This is an optimization exercise on Yosys and OpenROAD, whose aim is small area and a short achievable clock period, not a production implementation.
The RTL was checked by simulation tests, not by an equivalence proof against the original design.
Power and IR drop assume default switching activity.

==> flow/design.v (outline; a module is shown in full before it is edited, if it fits) <==
// module ioAddrDecoder: 244 lines
// module ioErrDecode: 7 lines
// module plicWideZero: 92 lines
// module gAnd: 10 lines
// module gAoi21: 8 lines
// module gOai21: 8 lines
// module gXor2: 9 lines
// module clintGeq64: 511 lines
// module clintEq64: 187 lines
// module clintInc64: 349 lines
// module ioReadMux: 36 lines
// module clintMtipNext: 19 lines
// module plicNext: 70 lines
// module ioPlatformTop: 189 lines
module ioPlatformTop #(
  parameter int NumHarts = 2,
  parameter int NumIrqs  = 8
) (
  input  logic                clk_i,
  input  logic                arstN_i,
  input  logic                reqValid_i,
  input  logic                reqWrite_i,
  input  ioPlatformPkg::ioAddrT              reqAddr_i,
  input  ioPlatformPkg::ioDataT              reqWdata_i,
  input  logic                uartIrq_i,
  input  logic                sdIrq_i,
  output logic                rspValid_o,
  output ioPlatformPkg::ioDataT              rspData_o,
  output logic                rspErr_o,
  output logic [NumHarts-1:0] msip_o,
  output logic [NumHarts-1:0] mtip_o,
  output logic [NumHarts-1:0] extIrq_o
);
  // ...
==> flow/flow/run.sh <==
#!/bin/bash
# Standard ORFS layout (the standard.sh, standard synthesis unchanged) with
# these layout choices changed:
#  - after synthesis every combinational cell is set to its smallest drive
#    strength (flow/downsize.tcl); the repair steps upsize where timing needs it
#  - port buffers are plain buf_2 cells instead of the delay cell buffer_ports
#    picks
#  - repair_timing aims for a setup margin near the period this design reaches
# make's full output goes to flow_make.log; ORFS keeps each step's log under
# orfs/logs.
set -euo pipefail
here=$(pwd)
bash standard.sh \
  SETUP_SLACK_MARGIN=9.35 \
  "BUFFER_PORTS_ARGS=-buffer_cell sky130_fd_sc_hd__buf_2" \
  POST_SYNTH_TCL="$here/flow/downsize.tcl" \
  finish > flow_make.log 2>&1
==> flow/flow/downsize.tcl <==
# Sets every combinational cell of the synthesized netlist to the smallest
# drive strength of its function (same cell name up to the _N suffix), so
# that the later repair steps upsize only where timing asks for it.
set n 0
foreach inst [get_cells *] {
  set master [get_property $inst ref_name]
  if { ![regexp {^(sky130_fd_sc_hd__([a-z0-9]+))_([0-9]+)$} $master -> base kind size] } {
    continue
  }
  # flip-flops keep the cell synthesis gave them; tie cells stay as they are
  if { [regexp {^(df|edf|sdf|sedf|dl|conb|clk|probe|lpflow|tap|fill|decap|diode)} $kind] } {
    continue
  }
  set best ""
  set bestArea 1e9
  foreach lc [get_lib_cells */${base}_*] {
    set name [get_property $lc name]
    if { ![regexp "^${base}_\[0-9\]+\$" $name] } { continue }
    if { [get_property $lc dont_use] } { continue }
    set area [get_property $lc area]
    # among cells of the same area, keep the strongest
    if { $area < $bestArea - 1e-3 || ($area < $bestArea + 1e-3 && $best ne ""
         && [get_property $lc name] > [get_property $best name]) } {
      set bestArea $area
      set best $lc
    }
  }
  if { $best ne "" && [get_property $best name] ne $master } {
    replace_cell $inst $best
    incr n
  }
}
puts "downsize: $n cells set to their smallest drive strength"
==> flow/standard.sh <==
#!/bin/bash
# synth_recipe.tcl (not shown) runs the flow's synth.tcl, then flattens the netlist and writes it again
# the make line also repeats each setting of config.mk as NAME=value (left out here)
make -C /OpenROAD-flow-scripts/flow DESIGN_CONFIG=/design/flow/config.mk WORK_HOME=/design/flow/orfs CLKGATE_MAP_FILE= SYNTH_SCRIPT=/design/flow/synth_recipe.tcl "${@:-finish}"
==> flow/config.mk <==
export PLATFORM = sky130hd
export DESIGN_NAME = ioPlatformTop
export DESIGN_NICKNAME = ioPlatformTop
export VERILOG_FILES = /design/flow/design.v
export SDC_FILE = /design/flow/constraint.sdc
export NUM_CORES = 4
export LEC_CHECK = 0
export CAP_MARGIN = 20
export CORE_MARGIN = 2
export CORE_UTILIZATION = 40
export CTS_BUF_LIST = sky130_fd_sc_hd__clkbuf_4 sky130_fd_sc_hd__clkbuf_8
export SLEW_MARGIN = 20
export SYNTH_HIERARCHICAL = 1
export TNS_END_PERCENT = 0
==> flow/constraint.sdc <==
create_clock -name core_clock -period 13.0 [get_ports {clk_i}]
set_input_delay 2.6000 -clock core_clock [delete_from_list [all_inputs] [get_ports {clk_i}]]
set_output_delay 2.6000 -clock core_clock [all_outputs]
set_load 0.01 [all_outputs]
==> impl_metrics.env, run 1 <==
export IMPL_top_usage_layer="met2"
export IMPL_highest_layer="met5"
export IMPL_outcome="timing/DRC/antenna clean"
export IMPL_initial_core_util=0.405
export IMPL_rsz0062_at_grt="true"
export IMPL_dp_cells=2996
export IMPL_layout_commonest_cell="nand2_1"
export IMPL_drive_gt1_frac=0.219
export IMPL_clk_power_mw=1.07
export IMPL_seqAreaFraction=0.372
export IMPL_nFlopsAndLatches=313
export IMPL_tightest_slew_ns=0.827
export IMPL_final_clk_cell_share=0.0587
export IMPL_crit_family="simple AND/OR/NAND/NOR gates"
export IMPL_slowest_delay_ns=0.32
export IMPL_synth_fp_nets=2352
export IMPL_multi_input_cells=1744
export IMPL_holdWs_ns=0.494
export IMPL_holdPathEnd="en0Q[7]"
export IMPL_seq_power_mw=1.03
export IMPL_buffers=214
export IMPL_fillers=4375
export IMPL_drt_iter0_markers=2100
export IMPL_endpoint="rdQ[1]"
export IMPL_cts_tree="built"
export IMPL_die_w_um=218
export IMPL_insertion_delay_ns=0.66
export IMPL_maxCapViolations=0
export IMPL_grt_pass1_vias=16800
export IMPL_wl_per_cell_um=18.8
export IMPL_fin_worst_skew_ns=0.0301
export IMPL_pwr_density_cell_nw_per_um2=101
export IMPL_p_leak_nw=8.83
export IMPL_worstPathCellList="buf_2, nor2b_2, nand4_1, buf_4, nor2_4, and3_1, nor2b_1, buf_6, a22o_4, a2111oi_4, nand3_1"
export IMPL_grt_pass1_wl_um=90600
export IMPL_ir_drop_uv=115
export IMPL_fin_crit_ns=3.86
export IMPL_final_core_util=0.485
==> run 2: changes to the inputs <==
--- a/flow/flow/run.sh
+++ b/flow/flow/run.sh
@@ -11,7 +11,7 @@
 set -euo pipefail
 here=$(pwd)
 bash standard.sh \
-  SETUP_SLACK_MARGIN=9.35 \
+  SETUP_SLACK_MARGIN=9.1 \
   "BUFFER_PORTS_ARGS=-buffer_cell sky130_fd_sc_hd__buf_2" \
   POST_SYNTH_TCL="$here/flow/downsize.tcl" \
   finish > flow_make.log 2>&1
--- a/flow/config.mk
+++ b/flow/config.mk
@@ -8,7 +8,6 @@
 export CAP_MARGIN = 20
 export CORE_MARGIN = 2
 export CORE_UTILIZATION = 40
-export CTS_BUF_LIST = sky130_fd_sc_hd__clkbuf_4 sky130_fd_sc_hd__clkbuf_8
 export SLEW_MARGIN = 20
 export SYNTH_HIERARCHICAL = 1
 export TNS_END_PERCENT = 0
==> run 2 against run 1 <==
Against the previous run: still clean; non-clock buffer count shrank 5; sequential cell count unchanged; global-route usage decreased by 0.23 points; register-to-register slack lost 0.03 ns; first-iteration DRC count increased by 0.57%; synthesized cell count stayed put; final cell count decreased by 1.3%; critical endpoint unchanged.
==> impl_metrics.env, run 2 <==
export IMPL_ioPinCount=174
export IMPL_hold_violations=0
export IMPL_final_cell_area_sq_um=21900
export IMPL_reg2reg_depth=18
export IMPL_syn_cell_area_sq_um=18300
export IMPL_cts_sinks=313
export IMPL_hpwl_um=41900
export IMPL_die_w_um=218
export IMPL_highest_layer="met5"
export IMPL_seq_power_share=0.456
export IMPL_holdWs_ns=0.495
export IMPL_fmax_ghz=0.255
export IMPL_dr_pass1_iters=8
export IMPL_drive_gt1_frac=0.207
export IMPL_overflow=0
export IMPL_tns_ns=0
export IMPL_grt_usage=0.240
export IMPL_io_buffers=173
export IMPL_wl_met2_um=27400
export IMPL_maxCapViolations=0
export IMPL_wl_met1_um=25300
export IMPL_wl_per_cell_um=18.9
export IMPL_initial_core_util=0.405
export IMPL_outcome="timing/DRC/antenna clean"
export IMPL_rsz0062_at_grt="true"
export IMPL_required_ns=13.42
export IMPL_ys_warn_count=15
export IMPL_drtAntennaViolNets=0
export IMPL_period_share=0.302
export IMPL_insertion_delay_ns=0.56
export IMPL_ir_drop_uv=87.1
export IMPL_coreArea_sq_um=45300
export IMPL_synth_fp_nets=2352
export IMPL_clk_pin_slew_ns=0.06
export IMPL_layout_common_cells="345 x nand2_1, 300 x nor2_1, 248 x a21oi_1"
export IMPL_p_clk_frac=0.485
export IMPL_relSlewSlack=0.433
export IMPL_arrival_ns=4.34
export IMPL_die_area_sq_um=47600
export IMPL_switching_share=0.233
export IMPL_grt_max_degree=72
export IMPL_fillers=4328
export IMPL_die_y_um=218
export IMPL_intPower_mw=1.73
export IMPL_r2r_slack_ns=9.24
export IMPL_cts_buffers=37
export IMPL_setup_viol=0
export IMPL_gp_congestion=0.906
export IMPL_rows=78
export IMPL_cts_tree="built"
export IMPL_worstPathCellList="buf_2, nor2b_2, nand4_1, buf_4, nor2_4, and3_1, nor2b_1, buf_6, a22o_4, a2111oi_4, nand3_1"
export IMPL_tightest_slew_ns=0.838
export IMPL_layout_commonest_cell="nand2_1"
export IMPL_pwr_density_cell_nw_per_um2=103
export IMPL_combPwrFrac=0.059
export IMPL_cpMaxStageDelayCell="a2111oi_4"
export IMPL_p_sw_mw=0.524
export IMPL_vias=17500
export IMPL_avgSynthCellArea_sq_um=8.15
export IMPL_h_tree_depth=2
export IMPL_wl_met3_um=4210
export IMPL_fin_crit_ns=3.92
export IMPL_viasPerCell=5.65
export IMPL_final_nets=2564
export IMPL_slowest_delay_ns=0.32
export IMPL_dpl_cell_area_sq_um=20000
export IMPL_antenna_found_initial=2
export IMPL_drt_iter0_markers=2112
export IMPL_fin_worst_skew_ns=0.0182
export IMPL_worstHoldPathCells=2
export IMPL_wl_um=58600
export IMPL_cp_max_fo=8
export IMPL_grt_pass1_vias=16600
export IMPL_cp_end_kind="flop"
export IMPL_grt_pass1_wl_um=89900
export IMPL_area_growth_pct=19.6
export IMPL_syn_inst=2250
export IMPL_start_kind="input port"
export IMPL_p_total_mw=2.25
export IMPL_drc=0
export IMPL_drv_slew=0
export IMPL_path_class="input port to flop"
export IMPL_p_leak_nw=8.75
export IMPL_min_path_type="flop to flop"
export IMPL_cts_root_buffer="clkbuf_16"
export IMPL_clockBufferDepth=3
-- run 2: worst max-delay path, delay by kind of cell --
kind | cells | cell delay, ns
AND/OR/NAND/NOR | 6 | 0.73
buffers and inverters | 3 | 0.41
AO/OA/AOI/OAI | 2 | 0.58
-- run 2: final timing paths --
path | start | end
hold reg to reg | en0Q[3] | en0Q[3]
min in group asynchronous | arstN_i | mtimeQ[40]
setup reg to reg | mtimeQ[0] | mtipNQ[0]
setup / recovery | reqAddr_i[3] | rdQ[1]
hold / removal | en0Q[3] | en0Q[3]
max in group asynchronous | arstN_i | mtimeQ[0]
-- run 2: layer usage --
layer,vias to the layer above,track usage
met5,-,0
met4,4,0.0916
met3,111,0.0328
met2,680,0.388
met1,8332,0.325
li1,8343,-
-- run 2: cell type report --
type | count | area, sq um | share of cell area
multi-input combinational | 1744 | 9960 | 0.454
sequential | 313 | 8160 | 0.372
timing repair buffer | 209 | 1180 | 0.0539
clock buffer | 47 | 1030 | 0.0469
tap | 600 | 751 | 0.0342
inverter | 157 | 602 | 0.0275
clock inverter | 21 | 241 | 0.0110
antenna | 2 | 5.00 | 0.000228
-- run 2: power groups by stage --
stage / Sequential (mW) / Combinational (mW) / Clock [mW]
global route: 1.03 / 0.147 / 1.16
floorplan: 1.05 / 0.0626 / 0
global placement: 1.05 / 0.122 / 0
CTS: 1.03 / 0.128 / 1.12
finish: 1.03 / 0.132 / 1.09
detailed placement: 1.05 / 0.126 / 0
-- run 2: repair_timing --
item,in CTS,in global routing
gates cloned,0,2
endpoints found under the setup margin,274,264
hold buffers,0,0
buffers inserted,13,12
gates resized for setup,46,76
pin swaps,6,17
-- run 2: through the flow --
step,utilization,instances,setup slack (ns)
6_report,0.484,3093,9.08
5_1_grt,0.484,3091,9.01
4_1_cts,0.474,3077,8.94
3_3_place_gp,0.441,2996,7.89
3_5_place_dp,0.441,2996,7.88
2_1_floorplan,-,2250,8.70
==> run 3: changes to the inputs <==
--- a/flow/config.mk
+++ b/flow/config.mk
@@ -8,6 +8,7 @@
 export CAP_MARGIN = 20
 export CORE_MARGIN = 2
 export CORE_UTILIZATION = 40
+export CTS_BUF_LIST = sky130_fd_sc_hd__clkbuf_4 sky130_fd_sc_hd__clkbuf_8
 export SLEW_MARGIN = 20
 export SYNTH_HIERARCHICAL = 1
 export TNS_END_PERCENT = 0
==> run 3 against run 2 <==
Against the previous run: critical path type unchanged; cell area decreased by 0.71%; synthesized cell count unchanged; sequential cell count unchanged; register-to-register slack improved by 0.06 ns; worst setup slack improved by 0.015 ns; count of clock-buffer cells in the layout increased by 28.
==> impl_metrics.env, run 3 <==
export IMPL_outcome="timing/DRC/antenna clean"
export IMPL_place_ws_ns=7.88
export IMPL_rsz0062_at_grt="true"
export IMPL_fmax_ghz=0.256
export IMPL_wl_per_cell_um=18.8
export IMPL_period_share=0.300
export IMPL_rows=78
export IMPL_syn_cell_area_sq_um=18300
export IMPL_wl_met2_um=27500
export IMPL_setup_slack_ns=9.09
export IMPL_pwr_density_cell_nw_per_um2=102
export IMPL_die_w_um=218
export IMPL_maxCapViolations=0
export IMPL_cpMaxStageDelayCell="a2111o_1"
export IMPL_insertion_delay_ns=0.66
export IMPL_syn_inst=2250
export IMPL_grt_max_degree=72
export IMPL_io_buffers=173
export IMPL_dr_pass1_iters=9
export IMPL_synth_fp_nets=2352
export IMPL_start_kind="input port"
export IMPL_cts_buffers=56
export IMPL_overflow=0
export IMPL_vias=17500
export IMPL_final_cell_area_sq_um=21800
export IMPL_fillers=4388
export IMPL_clockBufferDepth=3
export IMPL_die_y_um=218
export IMPL_avgSynthCellArea_sq_um=8.15
export IMPL_hold_violations=0
export IMPL_grt_pass1_vias=16800
export IMPL_ioPinCount=174
export IMPL_drive_gt1_frac=0.210
export IMPL_path_class="input port to flop"
export IMPL_die_area_sq_um=47600
export IMPL_h_tree_depth=2
export IMPL_cts_root_buffer="clkbuf_8"
export IMPL_cp_end_kind="flop"
export IMPL_wl_um=58700
export IMPL_drv_slew=0
export IMPL_drt_iter0_markers=2143
export IMPL_fin_worst_skew_ns=0.0278
export IMPL_cts_hold_buffers=0
export IMPL_wl_met1_um=25500
export IMPL_drc=0
export IMPL_grt_pass1_wl_um=90600
export IMPL_wl_met3_um=3840
export IMPL_ir_drop_uv=115
export IMPL_tightest_slew_ns=0.802
export IMPL_coreArea_sq_um=45300
export IMPL_drtAntennaViolNets=0
export IMPL_setup_viol=0
export IMPL_layout_commonest_cell="nand2_1"
export IMPL_hpwl_um=41900
export IMPL_cts_sinks=313
export IMPL_highest_layer="met5"
export IMPL_fin_crit_ns=3.91
export IMPL_dpl_cell_area_sq_um=20000
export IMPL_slowest_delay_ns=0.43
export IMPL_gp_congestion=0.906
export IMPL_ys_warn_count=15
export IMPL_p_leak_nw=8.74
export IMPL_clk_pin_slew_ns=0.07
export IMPL_min_path_type="flop to flop"
export IMPL_p_total_mw=2.23
export IMPL_final_nets=2576
export IMPL_arrival_ns=4.43
export IMPL_cts_tree="built"
export IMPL_area_growth_pct=18.7
export IMPL_tns_ns=0
export IMPL_cp_max_fo=12
export IMPL_initial_core_util=0.405
export IMPL_layout_common_cells="345 x nand2_1, 302 x nor2_1, 248 x a21oi_1"
export IMPL_cp_common_cell="nor2b_1"
export IMPL_viasPerCell=5.61
export IMPL_worstPathCellList="buf_2, nor2b_1, nand4_1, buf_6, nor2_4, buf_4, nand3_2, nor2b_1, a2111o_1, a2111oi_4, nand3_1"
export IMPL_relSlewSlack=0.458
export IMPL_grt_usage=0.242
export IMPL_antenna_found_initial=2
export IMPL_required_ns=13.52
-- run 3: worst max-delay path, delay by kind of cell --
family	cells	cell delay (ns)
AND/OR/NAND/NOR	6	0.57
buffers and inverters	3	0.45
AO/OA/AOI/OAI	2	0.80
-- run 3: metal layers --
metal / vias to the layer above / GRT usage
met2: 635 / 0.391
met4: 4 / 0.0977
li1: 8387 / -
met3: 125 / 0.0369
met1: 8362 / 0.325
met5: - / 0
-- run 3: where the power goes --
| part | switching (mW) | leakage [nW] | internal [mW] | total (mW) |
|---|---|---|---|---|
| sequential | 0.0000677 | 3.31 | 1.03 | 1.03 |
| combinational | 0.0930 | 4.76 | 0.0376 | 0.131 |
| clock | 0.444 | 0.662 | 0.624 | 1.07 |
| total | 0.537 | 8.74 | 1.69 | 2.23 |
-- run 3: worst paths after layout --
path	cells after the start	slack, ns	end	start
hold reg to reg	2	0.49	en0Q[3]	en0Q[3]
hold / removal	2	0.49	en0Q[3]	en0Q[3]
max in group asynchronous	2	9.75	mtimeQ[0]	arstN_i
min in group asynchronous	1	1.99	mtimeQ[41]	arstN_i
setup / recovery	11	9.09	rdQ[1]	reqAddr_i[28]
setup reg to reg	18	9.30	mtipNQ[1]	mtimeQ[0]
-- run 3: what timing repair did --
item / CTS / global route
hold endpoints to repair: 0 / 0
buffers inserted: 14 / 4
pin swaps: 6 / 5
endpoints found under the setup margin: 249 / 164
cloned: 0 / 2
gates resized for setup: 39 / 59
-- run 3: cell type report --
cell class / count / area [sq um] / share of cell area
Antenna cell: 2 / 5.00 / 0.000230
Clock buffer: 75 / 970 / 0.0445
Clock inverter: 31 / 320 / 0.0147
Inverter: 157 / 597 / 0.0274
Multi-Input combinational cell: 1744 / 9870 / 0.453
Sequential cell: 313 / 8160 / 0.375
Tap cell: 600 / 751 / 0.0345
Timing Repair Buffer: 202 / 1100 / 0.0505
-- run 3: stage by stage --
step            util  hold slack, ns  std cells
2_1_floorplan      -           0.448       2250
3_3_place_gp   0.441           0.470       2996
3_5_place_dp   0.441           0.478       2996
4_1_cts        0.474           0.495       3116
5_1_grt        0.481           0.515       3122
6_report       0.481           0.493       3124
==> run 4: changes to the inputs <==
--- a/flow/config.mk
+++ b/flow/config.mk
@@ -9,6 +9,8 @@
 export CORE_MARGIN = 2
 export CORE_UTILIZATION = 40
 export CTS_BUF_LIST = sky130_fd_sc_hd__clkbuf_4 sky130_fd_sc_hd__clkbuf_8
+export CTS_CLUSTER_DIAMETER = 70
+export CTS_CLUSTER_SIZE = 14
 export SLEW_MARGIN = 20
 export SYNTH_HIERARCHICAL = 1
 export TNS_END_PERCENT = 0
==> run 4 against run 3 <==
Against the previous run: synthesized cell count is the same; clock skew rose by 0.0018 ns; wire length fell by 1.0%; final cell count fell by 1.4%; critical path depth is the same; register-to-register slack worse by 0.06 ns; cell area shrank 2.5%; die area did not move; sequential cell count unchanged; area after synthesis unchanged; sequential share of layout area up 0.96 points; critical endpoint is now rdQ[0]; largest power group is now sequential cells.
==> impl_metrics.env, run 4 <==
export IMPL_start_kind="input port"
export IMPL_arrival_ns=4.49
export IMPL_fin_crit_ns=3.95
export IMPL_drtAntennaViolNets=0
export IMPL_layout_commonest_cell="nand2_1"
export IMPL_worst_path_buf_inv=3
export IMPL_worstHoldPathCells=2
export IMPL_overflow=0
export IMPL_wl_um=58100
export IMPL_cp_max_fo=16
export IMPL_tightest_slew_ns=0.813
export IMPL_drt_iter0_markers=2018
export IMPL_final_nets=2556
export IMPL_multi_input_area_sq_um=9880
export IMPL_maxCapViolations=0
export IMPL_die_area_sq_um=47600
export IMPL_syn_inst=2250
export IMPL_drc=0
export IMPL_crit_family="simple AND/OR/NAND/NOR gates"
export IMPL_die_y_um=218
export IMPL_clk_pin_slew_ns=0.09
export IMPL_ys_warn_count=15
export IMPL_cts_sinks=313
export IMPL_grt_pass1_vias=16500
export IMPL_rr_startpoint="mtimeQ[8]"
export IMPL_drive_gt1_frac=0.203
export IMPL_p_leak_nw=8.46
export IMPL_area_growth_pct=15.7
export IMPL_relSlewSlack=0.450
export IMPL_drv_slew=0
export IMPL_dr_pass1_iters=6
export IMPL_grt_usage=0.236
export IMPL_vias=17300
export IMPL_clockBufferDepth=3
export IMPL_grt_max_degree=72
export IMPL_h_tree_depth=1
export IMPL_reg2reg_depth=17
export IMPL_hpwl_um=41900
export IMPL_insertion_delay_ns=0.66
export IMPL_io_buffers=173
export IMPL_r2r_end="mtipNQ[0]"
export IMPL_gp_congestion=0.906
export IMPL_rows=78
export IMPL_worstPathCellList="buf_2, nor2b_1, nand4_1, buf_4, nor2_4, and3_1, nor2b_1, buf_4, a22o_1, a2111oi_0, nand3_1"
export IMPL_min_from="prioQ[4][1]"
export IMPL_syn_cell_area_sq_um=18300
export IMPL_holdPathEnd="prioQ[4][1]"
export IMPL_outcome="timing/DRC/antenna clean"
export IMPL_period_share=0.304
export IMPL_grt_pass1_wl_um=89500
export IMPL_cts_tree="built"
export IMPL_fillers=4430
export IMPL_pwr_density_cell_nw_per_um2=86.7
export IMPL_slowest_delay_ns=0.42
export IMPL_synth_fp_nets=2352
export IMPL_wl_per_cell_um=18.9
export IMPL_ioPinCount=174
export IMPL_path_class="input port to flop"
export IMPL_cts_buffers=30
export IMPL_layout_common_cells="345 x nand2_1, 302 x nor2_1, 247 x a21oi_1"
export IMPL_cts_hold_buffers=0
export IMPL_ir_drop_uv=83.0
export IMPL_r2r_slack_ns=9.24
export IMPL_antenna_found_initial=2
export IMPL_cp_end_kind="flop"
export IMPL_seqCellArea_sq_um=8160
export IMPL_coreArea_sq_um=45300
export IMPL_p_total_mw=1.84
export IMPL_die_w_um=218
export IMPL_cpMaxStageDelayCell="a2111oi_0"
export IMPL_tns_ns=0
export IMPL_min_path_type="flop to flop"
export IMPL_viasPerCell=5.62
export IMPL_cts_root_buffer="clkbuf_8"
export IMPL_required_ns=13.53
export IMPL_fin_worst_skew_ns=0.0296
export IMPL_setup_viol=0
export IMPL_fmax_ghz=0.253
export IMPL_rsz0062_at_grt="true"
export IMPL_avgSynthCellArea_sq_um=8.15
export IMPL_initial_core_util=0.405
export IMPL_hold_violations=0
[run 4: worst max path at each step]
stage,from,to,slack (ns),cells past startpoint
4_1_cts,reqAddr_i[28],rdQ[1],9.03,12
6_report,reqAddr_i[22],rdQ[0],9.05,11
5_1_grt,reqAddr_i[3],rdQ[0],8.98,11
3_5_place_dp,reqAddr_i[1],cmp1Q[22],7.88,5
2_1_floorplan,reqAddr_i[24],extQ[0],8.70,10
3_3_place_gp,reqAddr_i[1],cmp1Q[22],7.89,5
[run 4: layout make-up]
| cell class | instances | area share |
|---|---|---|
| multi-input cells | 1744 | 0.466 |
| flip-flops and latches | 313 | 0.384 |
| repair buffers | 208 | 0.0547 |
| well taps | 600 | 0.0354 |
| inverters | 157 | 0.0282 |
| clock buffers | 47 | 0.0266 |
| clock inverters | 9 | 0.00478 |
| diodes | 2 | 0.000236 |
[run 4: power by group]
group | switching, mW | internal [mW] | leakage, nW
clock network | 0.379 | 0.304 | 0.347
registers | 0.0000677 | 1.03 | 3.31
logic | 0.0933 | 0.0376 | 4.80
[run 4: tightest hold or removal path, cell delays in order (launching register included)]
cell	delay, ns
dfrtp_1	0.36
nand2_1	0.05
o21ai_1	0.06
[run 4: timing repair]
item	CTS	global route
endpoints found under the setup margin	248	187
cloned	0	2
setup buffers	16	8
gates resized for setup	41	59
pin swaps	6	9
[run 4: routing by layer]
layer,up-vias,track usage,wire [um]
met5,-,0,27
met4,4,0.0746,1690
met3,114,0.0315,3750
met2,595,0.388,27000
met1,8293,0.324,25600
li1,8317,-,-
[run 4: per-stage QoR]
stage	instances	util	cell area (sq um)	worst slack (ns)	hold WS (ns)
floorplan	2250	-	18400	8.70	0.448
global placement	2996	0.441	20000	7.89	0.470
detailed placement	2996	0.441	20000	7.88	0.478
CTS	3068	0.461	20900	9.03	0.501
global route	3078	0.469	21200	8.98	0.524
finish	3080	0.469	21200	9.05	0.501
==> run 5: changes to the inputs <==
--- a/flow/config.mk
+++ b/flow/config.mk
@@ -7,10 +7,11 @@
 export LEC_CHECK = 0
 export CAP_MARGIN = 20
 export CORE_MARGIN = 2
-export CORE_UTILIZATION = 40
+export CORE_UTILIZATION = 65
 export CTS_BUF_LIST = sky130_fd_sc_hd__clkbuf_4 sky130_fd_sc_hd__clkbuf_8
 export CTS_CLUSTER_DIAMETER = 70
 export CTS_CLUSTER_SIZE = 14
+export PLACE_DENSITY = 0.75
 export SLEW_MARGIN = 20
 export SYNTH_HIERARCHICAL = 1
 export TNS_END_PERCENT = 0
==> run 5 against run 4 <==
Against the previous run: still clean; core utilization rose by 28 points; sequential cell count did not move; sequential power barely moved; critical path depth fell by 1; maximum frequency fell by 2.5%; area after synthesis did not move; clock power fell by 17%; total power fell by 6.2%; count of clock-buffer cells in the layout fell by 4; critical path type unchanged; largest power group unchanged.
==> impl_metrics.env, run 5 <==
export IMPL_required_ns=13.46
export IMPL_grt_pass1_wl_um=83000
export IMPL_tns_ns=0
export IMPL_drc=0
export IMPL_antenna_found_initial=1
export IMPL_fmax_ghz=0.247
export IMPL_io_buffers=173
export IMPL_die_area_sq_um=29600
export IMPL_drv_slew=0
export IMPL_synth_fp_nets=2352
export IMPL_clockBufferDepth=3
export IMPL_hpwl_um=38500
export IMPL_viasPerCell=6.26
export IMPL_tightest_slew_ns=0.902
export IMPL_cts_tree="built"
export IMPL_vias=17900
export IMPL_fin_worst_skew_ns=0.0303
export IMPL_layout_commonest_cell="nand2_1"
export IMPL_p_total_mw=1.72
export IMPL_die_y_um=172
export IMPL_maxCapViolations=0
export IMPL_cp_max_fo=16
export IMPL_rr_startpoint="mtimeQ[0]"
export IMPL_final_nets=2560
export IMPL_relSlewSlack=0.399
export IMPL_cts_buffers=26
export IMPL_drtAntennaViolNets=0
export IMPL_rows=61
export IMPL_clk_pin_slew_ns=0.11
export IMPL_min_from="en0Q[4]"
export IMPL_setup_viol=0
export IMPL_outcome="timing/DRC/antenna clean"
export IMPL_cts_root_buffer="clkbuf_8"
export IMPL_cts_hold_buffers=0
export IMPL_arrival_ns=4.52
export IMPL_grt_usage=0.355
export IMPL_grt_pass1_vias=16200
export IMPL_avgSynthCellArea_sq_um=8.15
export IMPL_drive_gt1_frac=0.205
export IMPL_ir_drop_uv=103
export IMPL_startpoint="reqAddr_i[28]"
export IMPL_wl_um=54800
export IMPL_p_leak_nw=8.45
export IMPL_area_growth_pct=13.9
export IMPL_initial_core_util=0.660
export IMPL_path_class="input port to flop"
export IMPL_cp_end_kind="flop"
export IMPL_ioPinCount=174
export IMPL_start_kind="input port"
export IMPL_cts_sinks=313
export IMPL_coreArea_sq_um=27800
export IMPL_syn_inst=2250
export IMPL_h_tree_depth=1
export IMPL_hold_violations=0
export IMPL_min_path_type="flop to flop"
export IMPL_rsz0062_at_grt="true"
export IMPL_gp_congestion=0.951
export IMPL_grt_max_degree=65
export IMPL_die_w_um=172
export IMPL_dr_pass1_iters=7
export IMPL_drt_iter0_markers=2126
export IMPL_pwr_density_cell_nw_per_um2=82.6
export IMPL_overflow=0
export IMPL_fin_crit_ns=4.05
export IMPL_syn_cell_area_sq_um=18300
export IMPL_period_share=0.312
export IMPL_ys_warn_count=15
export IMPL_layout_common_cells="345 x nand2_1, 302 x nor2_1, 240 x a21oi_1"
export IMPL_insertion_delay_ns=0.61
export IMPL_wl_per_cell_um=19.2
export IMPL_fillers=2157
[run 5: changes by cell type in the layout (fill, tap and decap cells not counted), sizes merged]
cell      delta
buf          +4
clkbuf       -2
clkinv       -2
clkinvlp     -2
inv          -2
nor2         +2
bufinv       -1
[run 5: final cells by class]
type	instances	area (sq um)	area share
Antenna cell	2	5.00	0.000240
Clock buffer	43	492	0.0235
Clock inverter	2	10.0	0.000479
Timing Repair Buffer	214	1220	0.0584
Tap cell	378	473	0.0226
Sequential cell	313	8160	0.391
Multi-Input combinational cell	1746	9930	0.475
Inverter	157	602	0.0288
[run 5: final timing paths]
kind / to / slack (ns) / cells after the start
worst max-delay path: rdQ[2] / 8.95 / 10
worst min-delay path: en0Q[4] / 0.50 / 2
worst max register to register: mtipNQ[0] / 9.14 / 18
worst min register to register: en0Q[4] / 0.50 / 2
max in group asynchronous: mtimeQ[0] / 9.47 / 2
min in group asynchronous: pendQ[1] / 2.13 / 1
[run 5: stage by stage]
step | utilization | instances | instance area [sq um] | setup WS (ns) | hold slack, ns
final | 0.752 | 2855 | 20900 | 8.95 | 0.504
after global routing | 0.752 | 2854 | 20900 | 8.88 | 0.524
after CTS | 0.732 | 2827 | 20300 | 9.01 | 0.503
after detailed placement | 0.708 | 2774 | 19700 | 7.90 | 0.480
after global placement | 0.708 | 2774 | 19700 | 8.06 | 0.467
after floorplan | - | 2250 | 18400 | 8.70 | 0.448
[run 5: critical path, stage by stage]
cell       delay, ns
buf_2           0.10
nor2b_1         0.12
nand4_1         0.10
buf_6           0.19
nor2_2          0.10
and3_2          0.35
nand2_1         0.12
o2111ai_1       0.15
a2111oi_1       0.49
nand4_1         0.17
[run 5: repair_timing]
item,CTS,global route
resized for setup,41,69
gates cloned,0,4
setup endpoints to repair,263,263
setup buffers,8,22
pin swaps,6,18
[run 5: power breakdown]
| part | switching (mW) | internal, mW |
|---|---|---|
| Sequential | 0.0000661 | 1.03 |
| Clock | 0.329 | 0.238 |
| Combinational | 0.0945 | 0.0381 |
[run 5: metal layers]
| metal | global-route usage | vias to the layer above | part of all wire |
|---|---|---|---|
| met2 | 0.579 | 983 | 0.46 |
| li1 | - | 8334 | - |
| met1 | 0.492 | 8362 | 0.40 |
| met5 | 0 | - | 0 |
| met3 | 0.0336 | 181 | 0.092 |
| met4 | 0.142 | 0 | 0.044 |
==> run 6: changes to the inputs <==
==> flow/config.mk (replaced) <==
export PLATFORM = sky130hd
export DESIGN_NAME = ioPlatformTop
export DESIGN_NICKNAME = ioPlatformTop
export VERILOG_FILES = /design/flow/design.v
export SDC_FILE = /design/flow/constraint.sdc
export NUM_CORES = 4
export LEC_CHECK = 0
export CAP_MARGIN = 20
export CORE_MARGIN = 2
export CORE_UTILIZATION = 40
export CTS_BUF_LIST = sky130_fd_sc_hd__clkbuf_16
export CTS_CLUSTER_DIAMETER = 80
export CTS_CLUSTER_SIZE = 20
export SLEW_MARGIN = 20
export SYNTH_HIERARCHICAL = 1
export TNS_END_PERCENT = 0
==> run 6 against run 5 <==
Against the previous run: largest cell class unchanged; largest power group unchanged; non-clock buffer count rose by 11; highest routed layer is now met5; still clean; register-to-register slack improved by 0.13 ns; sequential power barely moved.
==> impl_metrics.env, run 6 <==
export IMPL_io_buffers=173
export IMPL_arrival_ns=4.35
export IMPL_ir_drop_uv=66.8
export IMPL_rows=78
export IMPL_cp_end_kind="flop"
export IMPL_rsz0062_at_grt="true"
export IMPL_setup_viol=0
export IMPL_worstPathCellList="buf_2, nor2b_1, nand4_1, buf_6, buf_4, nor2_4, buf_6, nand3_1, inv_2, a2111o_1, a2111oi_4, nand3_1"
export IMPL_layout_common_cells="345 x nand2_1, 297 x nor2_1, 247 x a21oi_1"
export IMPL_ioPinCount=174
export IMPL_die_y_um=218
export IMPL_start_kind="input port"
export IMPL_drive_gt1_frac=0.210
export IMPL_synth_fp_nets=2352
export IMPL_wl_per_cell_um=18.9
export IMPL_outcome="timing/DRC/antenna clean"
export IMPL_required_ns=13.45
export IMPL_antenna_found_initial=2
export IMPL_cts_sinks=313
export IMPL_path_class="input port to flop"
export IMPL_fin_crit_ns=3.90
export IMPL_clk_pin_slew_ns=0.08
export IMPL_area_growth_pct=18.1
export IMPL_p_total_mw=1.97
export IMPL_ys_warn_count=15
export IMPL_cts_tree="built"
export IMPL_min_path_type="flop to flop"
export IMPL_grt_pass1_wl_um=88900
export IMPL_avgSynthCellArea_sq_um=8.15
export IMPL_final_nets=2567
export IMPL_grt_max_degree=72
export IMPL_drc=0
export IMPL_fin_worst_skew_ns=0.0238
export IMPL_maxCapViolations=0
export IMPL_pwr_density_cell_nw_per_um2=91.1
export IMPL_viasPerCell=5.65
export IMPL_layout_commonest_cell="nand2_1"
export IMPL_fmax_ghz=0.257
export IMPL_cp_max_fo=12
export IMPL_drtAntennaViolNets=0
export IMPL_grt_pass1_vias=16400
export IMPL_tightest_slew_ns=0.806
export IMPL_period_share=0.300
export IMPL_wl_um=58100
export IMPL_final_core_util=0.478
export IMPL_hold_violations=0
export IMPL_dr_pass1_iters=9
export IMPL_initial_core_util=0.405
export IMPL_overflow=0
export IMPL_cts_buffers=24
export IMPL_coreArea_sq_um=45300
export IMPL_hpwl_um=41900
export IMPL_p_leak_nw=8.64
export IMPL_clockBufferDepth=3
export IMPL_drt_iter0_markers=1995
export IMPL_die_area_sq_um=47600
export IMPL_slowest_delay_ns=0.45
export IMPL_vias=17400
export IMPL_insertion_delay_ns=0.58
export IMPL_cts_root_buffer="clkbuf_16"
export IMPL_die_w_um=218
export IMPL_cpMaxStageDelayCell="a2111o_1"
export IMPL_tns_ns=0
export IMPL_cts_hold_buffers=0
export IMPL_drv_slew=0
export IMPL_syn_inst=2250
export IMPL_h_tree_depth=1
export IMPL_relSlewSlack=0.455
export IMPL_grt_usage=0.236
export IMPL_gp_congestion=0.906
export IMPL_syn_cell_area_sq_um=18300
-- run 6: changes by cell type in the layout (fill, tap and decap cells not counted), sizes merged --
cell,delta
inv,+8
clkinv,+5
nor2,-2
diode,-1
bufinv,+2
clkbuf,-17
buf,+11
clkinvlp,+1
-- run 6: cell type report --
type / count / area, sq um
fillers: 4367 / 23600
multi-input cells: 1744 / 9990
flip-flops and latches: 313 / 8160
repair buffers: 225 / 1310
well taps: 600 / 751
clock buffers: 26 / 651
inverters: 157 / 602
clock inverters: 18 / 198
diodes: 1 / 2.50
-- run 6: what timing repair did --
action                                  in CTS  in global routing
setup buffers                               15                 26
endpoints found under the setup margin     268                257
pin swaps                                    6                 25
gates cloned                                 0                  2
resized for setup                           46                 85
-- run 6: routing by layer --
layer,share of wire,GRT usage
met5,0.00040,0
met2,0.47,0.383
met4,0.031,0.0850
met3,0.068,0.0322
met1,0.43,0.321
-- run 6: report_power, final --
| part | switching [mW] | internal, mW | total, mW | leakage, nW |
|---|---|---|---|---|
| Combinational | 0.0941 | 0.0381 | 0.132 | 4.91 |
| Sequential | 0.0000681 | 1.03 | 1.03 | 3.31 |
| Clock | 0.400 | 0.415 | 0.816 | 0.424 |
-- run 6: critical path, delay by kind of cell --
kind	cells	cell delay, ns
AO/OA/AOI/OAI	2	0.67
AND/OR/NAND/NOR	5	0.49
buffers and inverters	5	0.57
-- run 6: final timing paths --
check / start / end / slack [ns] / cells past startpoint
worst max register to register: mtimeQ[0] / mtipNQ[0] / 9.27 / 18
min in group asynchronous: arstN_i / mtimeQ[40] / 2.05 / 1
max in group asynchronous: arstN_i / mtimeQ[0] / 9.68 / 2
worst max-delay path: reqAddr_i[28] / rdQ[1] / 9.10 / 12
worst min-delay path: en1Q[6] / en1Q[6] / 0.50 / 2
worst min register to register: en1Q[6] / en1Q[6] / 0.50 / 2
-- run 6: through the flow --
step | instances | cell area (sq um) | setup WS, ns | hold WS (ns)
after floorplan | 2250 | 18400 | 8.70 | 0.448
after global placement | 2996 | 20000 | 7.89 | 0.470
after detailed placement | 2996 | 20000 | 7.88 | 0.478
after CTS | 3055 | 21000 | 8.95 | 0.501
after global routing | 3083 | 21700 | 9.01 | 0.522
final | 3084 | 21700 | 9.10 | 0.495
==> run 7: changes to the inputs <==
--- a/flow/flow/downsize.tcl
+++ b/flow/flow/downsize.tcl
@@ -1,5 +1,5 @@
 # Sets every combinational cell of the synthesized netlist to the smallest
-# drive strength of its function (same cell name up to the _N suffix), so
+# drive strength of its function (at least _1) (same cell name up to the _N suffix), so
 # that the later repair steps upsize only where timing asks for it.
 set n 0
 foreach inst [get_cells *] {
@@ -16,6 +16,8 @@
   foreach lc [get_lib_cells */${base}_*] {
     set name [get_property $lc name]
     if { ![regexp "^${base}_\[0-9\]+\$" $name] } { continue }
+    # the _0 cells are weaker than _1 for little or no area
+    if { [regexp {_0$} $name] } { continue }
     if { [get_property $lc dont_use] } { continue }
     set area [get_property $lc area]
     # among cells of the same area, keep the strongest
--- a/flow/config.mk
+++ b/flow/config.mk
@@ -8,9 +8,9 @@
 export CAP_MARGIN = 20
 export CORE_MARGIN = 2
 export CORE_UTILIZATION = 40
-export CTS_BUF_LIST = sky130_fd_sc_hd__clkbuf_16
-export CTS_CLUSTER_DIAMETER = 80
-export CTS_CLUSTER_SIZE = 20
+export CTS_BUF_LIST = sky130_fd_sc_hd__clkbuf_4 sky130_fd_sc_hd__clkbuf_8
+export CTS_CLUSTER_DIAMETER = 70
+export CTS_CLUSTER_SIZE = 14
 export SLEW_MARGIN = 20
 export SYNTH_HIERARCHICAL = 1
 export TNS_END_PERCENT = 0
==> run 7 against run 6 <==
Against the previous run: worst setup slack got worse by 0.015 ns; still clean; non-clock buffer count decreased by 15; final cell count decreased by 0.23%; largest cell class unchanged; count of clock-buffer cells in the layout increased by 19; critical path type unchanged; clock skew increased by 0.024 ns.
==> impl_metrics.env, run 7 <==
export IMPL_outcome="timing/DRC/antenna clean"
export IMPL_endpoint="extQ[0]"
export IMPL_fin_crit_ns=3.91
export IMPL_dpl_cell_area_sq_um=20000
export IMPL_viasPerCell=5.66
export IMPL_die_area_sq_um=47600
export IMPL_worstHoldPathCells=2
export IMPL_grt_pass1_vias=16500
export IMPL_grt_usage=0.241
export IMPL_final_nets=2556
export IMPL_final_cell_area_sq_um=21200
export IMPL_r2r_end="mtipNQ[0]"
export IMPL_drc=0
export IMPL_path_depth=11
export IMPL_min_path_type="flop to flop"
export IMPL_cp_common_cell="nand3_1"
export IMPL_hold_violations=0
export IMPL_p_leak_nw=8.44
export IMPL_grt_pass1_wl_um=90300
export IMPL_overflow=0
export IMPL_rsz0062_at_grt="true"
export IMPL_start_kind="input port"
export IMPL_r2r_slack_ns=9.23
export IMPL_final_core_util=0.467
export IMPL_tns_ns=0
export IMPL_maxCapViolations=0
export IMPL_cpMaxStageDelayCell="nor2_2"
export IMPL_ys_warn_count=15
export IMPL_initial_core_util=0.405
export IMPL_wl_per_cell_um=19.2
export IMPL_vias=17400
export IMPL_required_ns=13.50
export IMPL_layout_common_cells="345 x nand2_1, 301 x nor2_1, 246 x a21oi_1"
export IMPL_cp_max_fo=9
export IMPL_crit_family="simple AND/OR/NAND/NOR gates"
export IMPL_synth_fp_nets=2352
export IMPL_cts_tree="built"
export IMPL_reg2reg_depth=18
export IMPL_arrival_ns=4.41
export IMPL_rr_startpoint="mtimeQ[0]"
export IMPL_hpwl_um=43300
export IMPL_avgSynthCellArea_sq_um=8.15
export IMPL_cp_end_kind="flop"
export IMPL_relSlewSlack=0.463
export IMPL_layout_commonest_cell="nand2_1"
export IMPL_gp_congestion=0.906
export IMPL_slowest_delay_ns=0.30
export IMPL_area_growth_pct=15.3
export IMPL_cts_hold_buffers=0
export IMPL_worst_path_buf_inv=2
export IMPL_fmax_ghz=0.256
export IMPL_path_class="input port to flop"
export IMPL_syn_inst=2250
export IMPL_startpoint="reqAddr_i[5]"
export IMPL_clockBufferDepth=3
export IMPL_rows=78
export IMPL_h_tree_depth=1
export IMPL_tightest_slew_ns=0.794
export IMPL_ioPinCount=174
export IMPL_grt_max_degree=76
export IMPL_wl_um=59200
export IMPL_syn_cell_area_sq_um=18300
export IMPL_antenna_found_initial=4
export IMPL_drv_slew=0
export IMPL_drive_gt1_frac=0.204
export IMPL_pwr_density_cell_nw_per_um2=84.0
export IMPL_io_buffers=173
export IMPL_insertion_delay_ns=0.65
export IMPL_setup_viol=0
export IMPL_coreArea_sq_um=45300
export IMPL_die_w_um=218
export IMPL_worstPathCellList="buf_2, nor2_1, nand4_1, buf_4, nor2_2, nand3_4, nand3_1, o21ai_1, nand3_1, o311a_1, o22ai_1"
export IMPL_cts_root_buffer="clkbuf_8"
export IMPL_clk_pin_slew_ns=0.09
export IMPL_fin_worst_skew_ns=0.0476
export IMPL_dr_pass1_iters=6
export IMPL_cts_buffers=28
export IMPL_period_share=0.301
export IMPL_ir_drop_uv=75.3
export IMPL_drtAntennaViolNets=0
export IMPL_die_y_um=218
export IMPL_drt_iter0_markers=1887
export IMPL_cts_sinks=313
-- run 7: changes by cell type in the layout (fill, tap and decap cells not counted), moves of 4 or more --
| cell | delta |
|---|---|
| o21ai_1 | +5 |
| clkbuf_8 | +30 |
| nor2_1 | +4 |
| clkbuf_16 | -26 |
| nor2_4 | -4 |
| o21ai_2 | -5 |
| buf_4 | -15 |
| clkbuf_4 | +14 |
-- run 7: layout make-up --
type                    count  area, sq um
fillers                  4437        24100
multi-input cells        1744         9850
flip-flops and latches    313         8160
repair buffers            210         1220
well taps                 600          751
inverters                 157          597
clock buffers              45          526
clock inverters             7         51.3
diodes                      1         2.50
-- run 7: metrics by stage --
step                worst slack (ns)  power, mW  std cells  hold WS (ns)
floorplan                       8.70       1.11       2250         0.448
global placement                7.92       1.17       2997         0.471
detailed placement              7.86       1.18       2997         0.477
CTS                             9.00       1.80       3061         0.502
global route                    9.04       1.85       3076         0.525
finish                          9.09       1.78       3077         0.506
-- run 7: worst reg2reg max path, stage by stage (launching register included) --
cell and delay [ns]:
dfrtp_2 0.45, nand4_1 0.26, nor2_1 0.17, buf_4 0.22, nand4_1 0.11, buf_4 0.21, nor2_4 0.25, nand2_1 0.11
xor2_1 0.44, nand2_1 0.14, a21oi_1 0.20, o21ai_1 0.13, a21oi_1 0.34, o21ai_1 0.16, a21oi_1 0.16, o21ai_1 0.11
nor2_1 0.16, a221oi_2 0.09, inv_2 0.05
-- run 7: report_power, final --
group	internal (mW)	switching [mW]	leakage, nW	total (mW)
clock	0.261	0.358	0.306	0.619
sequential	1.03	0.0000983	3.31	1.03
combinational	0.0382	0.0953	4.82	0.134
total	1.32	0.453	8.44	1.78
-- run 7: repair_timing --
| item | CTS | global route |
|---|---|---|
| pin swaps | 5 | 17 |
| gates resized for setup | 43 | 52 |
| gates cloned | 0 | 2 |
| setup endpoints to repair | 280 | 265 |
| buffers inserted | 12 | 13 |
-- run 7: metal layers --
metal  part of all wire  up-vias  track usage
li1                   -     8312            -
met1               0.43     8282        0.323
met2               0.47      704        0.403
met3              0.070      119       0.0327
met4              0.029        4       0.0732
met5            0.00051        -            0
-- run 7: worst min path at each step --
| stage | to | slack, ns | start |
|---|---|---|---|
| floorplan | prioQ[3][1] | 0.45 | prioQ[3][1] |
| global placement | prioQ[3][1] | 0.47 | prioQ[3][1] |
| detailed placement | prioQ[3][1] | 0.48 | prioQ[3][1] |
| CTS | prioQ[3][1] | 0.50 | prioQ[3][1] |
| global route | prioQ[3][1] | 0.53 | prioQ[3][1] |
| finish | en1Q[5] | 0.51 | en1Q[5] |
==> run 8: changes to the inputs <==
--- a/flow/flow/downsize.tcl
+++ b/flow/flow/downsize.tcl
@@ -1,6 +1,3 @@
-# Sets every combinational cell of the synthesized netlist to the smallest
-# drive strength of its function (at least _1) (same cell name up to the _N suffix), so
-# that the later repair steps upsize only where timing asks for it.
 set n 0
 foreach inst [get_cells *] {
   set master [get_property $inst ref_name]
@@ -9,6 +6,17 @@
   }
   # flip-flops keep the cell synthesis gave them; tie cells stay as they are
   if { [regexp {^(df|edf|sdf|sedf|dl|conb|clk|probe|lpflow|tap|fill|decap|diode)} $kind] } {
+    continue
+  }
+  # cells that drive many loads keep the size synthesis gave them
+  set loads 0
+  foreach pin [get_pins -of_objects $inst -filter "direction == output"] {
+    set net [get_nets -of_objects $pin]
+    if { $net ne "" } {
+      set loads [expr { $loads + [llength [get_pins -of_objects $net -filter "direction == input"]] }]
+    }
+  }
+  if { $loads > 4 } {
     continue
   }
   set best ""
==> run 8 against run 7 <==
Against the previous run: sequential share of layout area grew 0.12 points; wire length is 1.9% lower; count of clock-buffer cells in the layout fell by 1; total power increased by 4.4%; register-to-register slack about the same; largest power group unchanged.
==> impl_metrics.env, run 8 <==
export IMPL_vias=17400
export IMPL_dr_pass1_iters=9
export IMPL_p_leak_nw=8.45
export IMPL_drc=0
export IMPL_min_path_type="flop to flop"
export IMPL_seqCellArea_sq_um=8160
export IMPL_die_w_um=219
export IMPL_cts_root_buffer="clkbuf_8"
export IMPL_avgSynthCellArea_sq_um=8.21
export IMPL_grt_pass1_wl_um=89600
export IMPL_tightest_slew_ns=0.900
export IMPL_required_ns=13.52
export IMPL_gp_congestion=0.899
export IMPL_antenna_found_initial=3
export IMPL_area_growth_pct=14.2
export IMPL_insertion_delay_ns=0.66
export IMPL_relSlewSlack=0.400
export IMPL_grt_pass1_vias=16400
export IMPL_outcome="timing/DRC/antenna clean"
export IMPL_ys_warn_count=15
export IMPL_arrival_ns=4.45
export IMPL_wl_per_cell_um=18.9
export IMPL_pwr_density_cell_nw_per_um2=88.0
export IMPL_cp_end_kind="flop"
export IMPL_start_kind="input port"
export IMPL_setup_viol=0
export IMPL_period_share=0.302
export IMPL_fin_worst_skew_ns=0.0265
export IMPL_cp_max_fo=10
export IMPL_ir_drop_uv=74.0
export IMPL_cts_buffers=30
export IMPL_multi_input_area_sq_um=9790
export IMPL_h_tree_depth=1
export IMPL_coreArea_sq_um=45500
export IMPL_grt_usage=0.236
export IMPL_die_y_um=219
export IMPL_hpwl_um=41900
export IMPL_final_cell_area_sq_um=21100
export IMPL_clk_pin_slew_ns=0.09
export IMPL_drive_gt1_frac=0.190
export IMPL_maxCapViolations=0
export IMPL_die_area_sq_um=47900
export IMPL_syn_inst=2250
export IMPL_cts_sinks=313
export IMPL_final_nets=2551
export IMPL_rows=78
export IMPL_rsz0062_at_grt="true"
export IMPL_viasPerCell=5.66
export IMPL_cts_hold_buffers=0
export IMPL_p_total_mw=1.86
export IMPL_ioPinCount=174
export IMPL_dpl_cell_area_sq_um=20000
export IMPL_drv_slew=0
export IMPL_instances_no_fill=3073
export IMPL_grt_max_degree=69
export IMPL_fin_crit_ns=3.93
export IMPL_drtAntennaViolNets=0
export IMPL_drt_iter0_markers=2080
export IMPL_dp_cells=2996
export IMPL_overflow=0
export IMPL_wl_um=58100
export IMPL_initial_core_util=0.406
export IMPL_clockBufferDepth=3
export IMPL_path_class="input port to flop"
export IMPL_layout_common_cells="345 x nand2_1, 305 x nor2_1, 249 x a21oi_1"
export IMPL_fmax_ghz=0.255
export IMPL_cts_tree="built"
export IMPL_layout_commonest_cell="nand2_1"
export IMPL_hold_violations=0
export IMPL_synth_fp_nets=2352
export IMPL_tns_ns=0
export IMPL_io_buffers=173
export IMPL_fillers=4526
export IMPL_syn_cell_area_sq_um=18500
==> run 8: final cells by class <==
cell class              instances  area share
flip-flops and latches        313       0.387
diodes                          1    0.000119
repair buffers                204      0.0526
inverters                     157      0.0282
multi-input cells            1743       0.464
clock inverters                11     0.00718
clock buffers                  44      0.0252
well taps                     600      0.0356
==> run 8: through the flow <==
step | setup WS (ns) | hold slack [ns] | utilization
5_1_grt | 8.96 | 0.526 | 0.464
4_1_cts | 8.95 | 0.502 | 0.457
3_5_place_dp | 7.83 | 0.481 | 0.440
6_report | 9.07 | 0.495 | 0.464
3_3_place_gp | 7.87 | 0.471 | 0.440
2_1_floorplan | 8.72 | 0.448 | -
==> run 8: path summary, 6_finish.rpt <==
check                      slack [ns]  cells past startpoint   endpoint          from
max in group asynchronous        9.69                      2  mtimeQ[0]       arstN_i
min in group asynchronous        1.91                      1       errQ       arstN_i
max reg2reg                      9.24                     18  mtipNQ[1]     mtimeQ[0]
min reg2reg                      0.49                      2    en1Q[6]       en1Q[6]
max                              9.07                     10    extQ[1]  reqAddr_i[1]
min                              0.49                      2    en1Q[6]       en1Q[6]
==> run 8: critical path, stage by stage <==
cell and delay (ns):
buf_2 0.11, nor2_4 0.21, nand4_1 0.34, nor2_1 0.33, nand3_2 0.27, nand3_1 0.18, o21ai_1 0.07, nand3_1 0.09
o311a_1 0.17, o22ai_1 0.07
==> run 8: power breakdown <==
part	switching, mW	total, mW	internal [mW]	leakage [nW]
Sequential	0.0000641	1.03	1.03	3.31
Combinational	0.0922	0.130	0.0375	4.78
Clock	0.372	0.701	0.329	0.363
Total	0.465	1.86	1.39	8.45
==> run 8: repair_timing <==
action,in CTS,in global routing
endpoints found under the setup margin,265,248
resized for setup,33,38
gates cloned,0,1
pin swaps,3,7
buffers inserted,5,15
==> run 8: layer usage <==
metal / global-route usage / share of wire
met1: 0.317 / 0.42
met4: 0.0624 / 0.026
met3: 0.0342 / 0.073
met5: 0 / 0.00050
met2: 0.399 / 0.48

[what the ideal ports hide]
Ports are ideal in the flow. The routed layouts listed here were re-timed in OpenROAD. Step 1 (the two cells are an assumption about what drives the block):
set clk [get_ports {clk_i}]
set_driving_cell -lib_cell sky130_fd_sc_hd__clkbuf_16 $clk
set_driving_cell -lib_cell sky130_fd_sc_hd__buf_2 [delete_from_list [all_inputs] $clk]
Step 2 times the ports against the registers' clock, not the clock port: input delays grow and output delays shrink by t, the midpoint of the rising clock arrivals with the driver on. Three values: ideal ports, drivers, drivers and shift; two values: the first two.
| run | shift t [ns] | slack for setup (ns) | worst slew at a driven data input, ns |
|---|---|---|---|
| run 1 | 0.703 | 9.137 / 9.105 / 8.458 | 0.09 |
| run 2 | 0.607 | 9.079 / 9.116 / 8.509 | 0.08 |
| run 3 | 0.704 | 9.094 / 9.101 / 8.424 | 0.08 |
| run 4 | 0.697 | 9.047 / 9.081 / 8.386 | 0.09 |
| run 5 | 0.639 | 8.946 / 8.971 / 8.332 | 0.07 |
| run 6 | 0.627 | 9.102 / 9.141 / 8.515 | 0.09 |
| run 7 | 0.685 | 9.088 / 9.076 / 8.409 | 0.12 |
| run 8 | 0.698 | 9.073 / 9.096 / 8.408 | 0.08 |
After both steps every run listed still meets setup and hold.
